Background: an optimization exercise with open tools, aiming at small area, a short achievable clock period and few clock cycles per item. Do not read the settings as production practice.
Function not checked in this run: the RTL went through the layout flow alone.

==> flow/design.v <==
`timescale 1ns/1ps
package flit_pkg;
  typedef struct packed {
    logic                  vc;
    logic                  x_dir;
    logic                  y_dir;
    logic [(64 - 3 - 2 * 4 - 48)-1:0]    reserved;
    logic [4-1:0]     hop_x;
    logic [4-1:0]     hop_y;
    logic [48-1:0] payload;
  } flit_t;
endpackage
`timescale 1ns/1ps
package router_pkg;
  typedef enum logic [2:0] {
    PORT_UP    = 3'd0,
    PORT_DOWN  = 3'd1,
    PORT_LEFT  = 3'd2,
    PORT_RIGHT = 3'd3,
    PORT_NIC   = 3'd4
  } port_e;
  typedef struct packed {
    logic            valid;
    logic [64-1:0] flit;
  } link_t;
  typedef struct packed {
    logic [5-1:0] dest;
    logic [64-1:0]    flit;
  } req_t;
  function automatic [5-1:0] port_bit(input logic [2:0] p);
    port_bit    = '0;
    port_bit[p] = 1'b1;
  endfunction
endpackage
`timescale 1ns/1ps
module elastic_buffer (
  input  logic            clk,
  input  logic            reset,
  input  logic            in_valid,
  input  flit_pkg::flit_t in_data,
  output logic            in_ready,
  output logic            out_valid,
  output flit_pkg::flit_t out_data,
  input  logic            out_ready
);
  logic  full;
  flit_pkg::flit_t data_q;
  logic  push;
  logic  pop;
  assign pop      = full && out_ready;
  assign in_ready = !full || pop;
  assign push     = in_valid && in_ready;
  always_ff @(posedge clk or posedge reset) begin
    if (reset) begin
      full <= 1'b0;
    end else if (push) begin
      full <= 1'b1;
    end else if (pop) begin
      full <= 1'b0;
    end
  end
  always_ff @(posedge clk) begin
    if (push) begin
      data_q <= in_data;
    end
  end
  assign out_valid = full;
  assign out_data  = data_q;
endmodule
`timescale 1ns/1ps
module input_port (
  input  logic              clk,
  input  logic              reset,
  input  logic              in_valid,
  input  flit_pkg::flit_t   in_flit,
  output logic              in_ready,
  output router_pkg::req_t  req,
  input  logic              accept
);
  flit_pkg::flit_t nxt_flit;
  router_pkg::port_e route;
  always_comb begin
    nxt_flit = in_flit;
    route    = router_pkg::PORT_NIC;
    if (in_flit.hop_x != '0) begin
      route          = in_flit.x_dir ? router_pkg::PORT_LEFT : router_pkg::PORT_RIGHT;
      nxt_flit.hop_x = in_flit.hop_x - 1'b1;
    end else if (in_flit.hop_y != '0) begin
      route          = in_flit.y_dir ? router_pkg::PORT_DOWN : router_pkg::PORT_UP;
      nxt_flit.hop_y = in_flit.hop_y - 1'b1;
    end
  end
  assign req.dest = in_valid ? router_pkg::port_bit(route) : '0;
  assign req.flit = nxt_flit;
  assign in_ready = accept;
endmodule
`timescale 1ns/1ps
module output_port (
  input  logic                  clk,
  input  logic                  reset,
  input  logic                  polarity,
  input  logic [5-1:0] req_valid,
  input  logic [5*64-1:0] req_flit,
  output logic [5-1:0] grant_accept,
  output logic                  out_valid,
  output flit_pkg::flit_t       out_flit,
  input  logic                  out_ready
);
  localparam int N = 5;
  logic [N-1:0] ptr;
  logic [N-1:0] lock;
  logic [N-1:0] elig;
  logic [N-1:0] arb;
  logic [N-1:0] grant;
  logic         xfer;
  always_comb begin
    for (int i = 0; i < N; i++) begin
      elig[i] = req_valid[i] && (req_flit[64*i + 64 - 1] != polarity);
    end
  end
  always_comb begin
    arb = '0;
    for (int i = 0; i < N; i++) begin
      if (ptr[i]) begin
        for (int k = N - 1; k >= 0; k--) begin
          if (elig[(i + k) % N]) begin
            arb              = '0;
            arb[(i + k) % N] = 1'b1;
          end
        end
      end
    end
  end
  assign grant     = (|lock) ? lock : arb;
  assign out_valid = |grant;
  assign xfer      = out_valid && out_ready;
  assign grant_accept = out_ready ? grant : '0;
  always_comb begin
    out_flit = '0;
    for (int i = 0; i < N; i++) begin
      if (grant[i]) begin
        out_flit = out_flit | req_flit[64*i +: 64];
      end
    end
  end
  always_ff @(posedge clk or posedge reset) begin
    if (reset) begin
      ptr  <= {{(N - 1){1'b0}}, 1'b1};
      lock <= '0;
    end else begin
      lock <= out_ready ? '0 : grant;
      if (xfer) begin
        ptr <= {grant[N-2:0], grant[N-1]};
      end
    end
  end
endmodule
`timescale 1ns/1ps
module mesh_router (
  input  logic                          clk,
  input  logic                          reset,
  input  logic [5-1:0]         in_valid,
  input  logic [5*64-1:0] in_flit,
  output logic [5-1:0]         in_ready,
  output logic [5-1:0]         out_valid,
  output logic [5*64-1:0] out_flit,
  input  logic [5-1:0]         out_ready,
  output logic                          polarity_to_nic
);
  localparam int N = 5;
  logic                  polarity;
  logic [N*N-1:0]        req_dest;
  logic [N*64-1:0]  req_flit;
  logic [N*N-1:0]        req_col;
  logic [N*N-1:0]        grant_acc;
  logic [N-1:0]          accept;
  always_ff @(posedge clk or posedge reset) begin
    if (reset) begin
      polarity <= 1'b0;
    end else begin
      polarity <= ~polarity;
    end
  end
  assign polarity_to_nic = polarity;
  for (genvar p = 0; p < N; p++) begin : g_port
    router_pkg::req_t req_p;
    input_port i_in (
      .clk      (clk),
      .reset    (reset),
      .in_valid (in_valid[p]),
      .in_flit  (in_flit[64*p +: 64]),
      .in_ready (in_ready[p]),
      .req      (req_p),
      .accept   (accept[p])
    );
    assign req_dest[N*p +: N]           = req_p.dest;
    assign req_flit[64*p +: 64] = req_p.flit;
    for (genvar i = 0; i < N; i++) begin : g_col
      assign req_col[N*p + i] = req_dest[N*i + p];
    end
    output_port i_out (
      .clk          (clk),
      .reset        (reset),
      .polarity     (polarity),
      .req_valid    (req_col[N*p +: N]),
      .req_flit     (req_flit),
      .grant_accept (grant_acc[N*p +: N]),
      .out_valid    (out_valid[p]),
      .out_flit     (out_flit[64*p +: 64]),
      .out_ready    (out_ready[p])
    );
  end
  always_comb begin
    accept = '0;
    for (int p = 0; p < N; p++) begin
      accept = accept | grant_acc[N*p +: N];
    end
  end
endmodule
==> flow/run.sh <==
#!/bin/bash
# synth_recipe.tcl (not shown) runs the flow's synth.tcl, then flattens the netlist and writes it again
# the make line also repeats each setting of config.mk as NAME=value (left out here)
make -C /OpenROAD-flow-scripts/flow DESIGN_CONFIG=/design/flow/config.mk WORK_HOME=/design/flow/orfs CLKGATE_MAP_FILE= SYNTH_SCRIPT=/design/flow/synth_recipe.tcl finish
==> flow/config.mk <==
export PLATFORM = sky130hd
export DESIGN_NAME = mesh_router
export DESIGN_NICKNAME = mesh_router
export VERILOG_FILES = /design/flow/design.v
export SDC_FILE = /design/flow/constraint.sdc
export NUM_CORES = 4
export LEC_CHECK = 0
export CAP_MARGIN = 20
export CORE_MARGIN = 2
export CORE_UTILIZATION = 40
export SLEW_MARGIN = 20
==> flow/constraint.sdc <==
create_clock -name core_clock -period 5.5 [get_ports {clk}]
set_input_delay 1.1000 -clock core_clock [delete_from_list [all_inputs] [get_ports {clk}]]
set_output_delay 1.1000 -clock core_clock [all_outputs]
set_load 0.01 [all_outputs]
==> summary.txt <==
Synth
The area share of fa/ha/maj cells after synthesis is 0.0151. The post-synthesis xor/xnor area fraction is 0.0162. After synthesis, the cell types taking the most area are sky130_fd_sc_hd__a222oi_1 (26%), sky130_fd_sc_hd__a22oi_1 (16%), sky130_fd_sc_hd__nand2_1 (13%). The async set-reset flop share out of synthesis is 1.00. After synthesis the cells add up to 12400 sq um. The share of synthesized area in the top cell type comes to 0.259. The most used flip-flop cell after synthesis is sky130_fd_sc_hd__dfrtp_1. Of the total synthesized cell area, the portion taken by AND, OR, NAND and NOR gates is 0.254.

The portion of synthesized area spent on multiplexers is 0.00252. Synthesis produced a netlist with a net count of 2156. The yosys synthesis warning count is 3. Ranked by instance count, the synthesized netlist is headed by sky130_fd_sc_hd__nand2_1 (425), sky130_fd_sc_hd__a222oi_1 (322), sky130_fd_sc_hd__a22oi_1 (264). The compound-cell area share of the yosys netlist is 0.522. Summed over all instances, the cell type with the most area after synthesis is sky130_fd_sc_hd__a222oi_1. In this run, synthesis inferred 0 flip-flops with an integrated enable. In this run, synthesis produced a sequential element count of 51. The combinational family with the most area after synthesis is compound AO/OA/AOI/OAI gates. Of the synthesized area, sequential elements account for 0.103. The mean area per synthesized cell is 6.87 sq um. The cell with the most instances after synthesis is sky130_fd_sc_hd__nand2_1. The cell count after synthesis came out at 1809. In this run, distinct cell masters in the synthesized netlist total 70.

Die
From bottom edge to top edge, the die measures 180 um. The initialized floorplan defines 64 standard-cell rows. The initial core utilization is 0.406. Measured along the x axis, the die boundary spans 180 um.

Run status
The first error in the log reads "[ERROR PPL-0024] Number of IO pins (663) exceeds maximum number of available positions (646). Increase the die perimeter from 721.10um to 901.68um". The run stopped with a tool error. The run ended at I/O pin placement.
## kinds of logic after synthesis
family / Yosys count
AOI/OAI and AO/OA: 758
xor gates and xnor gates: 23
adders and majority gates: 15
buffers and inverters: 262
DFF: 51
muxes: 3
and+or+nand+nor: 697
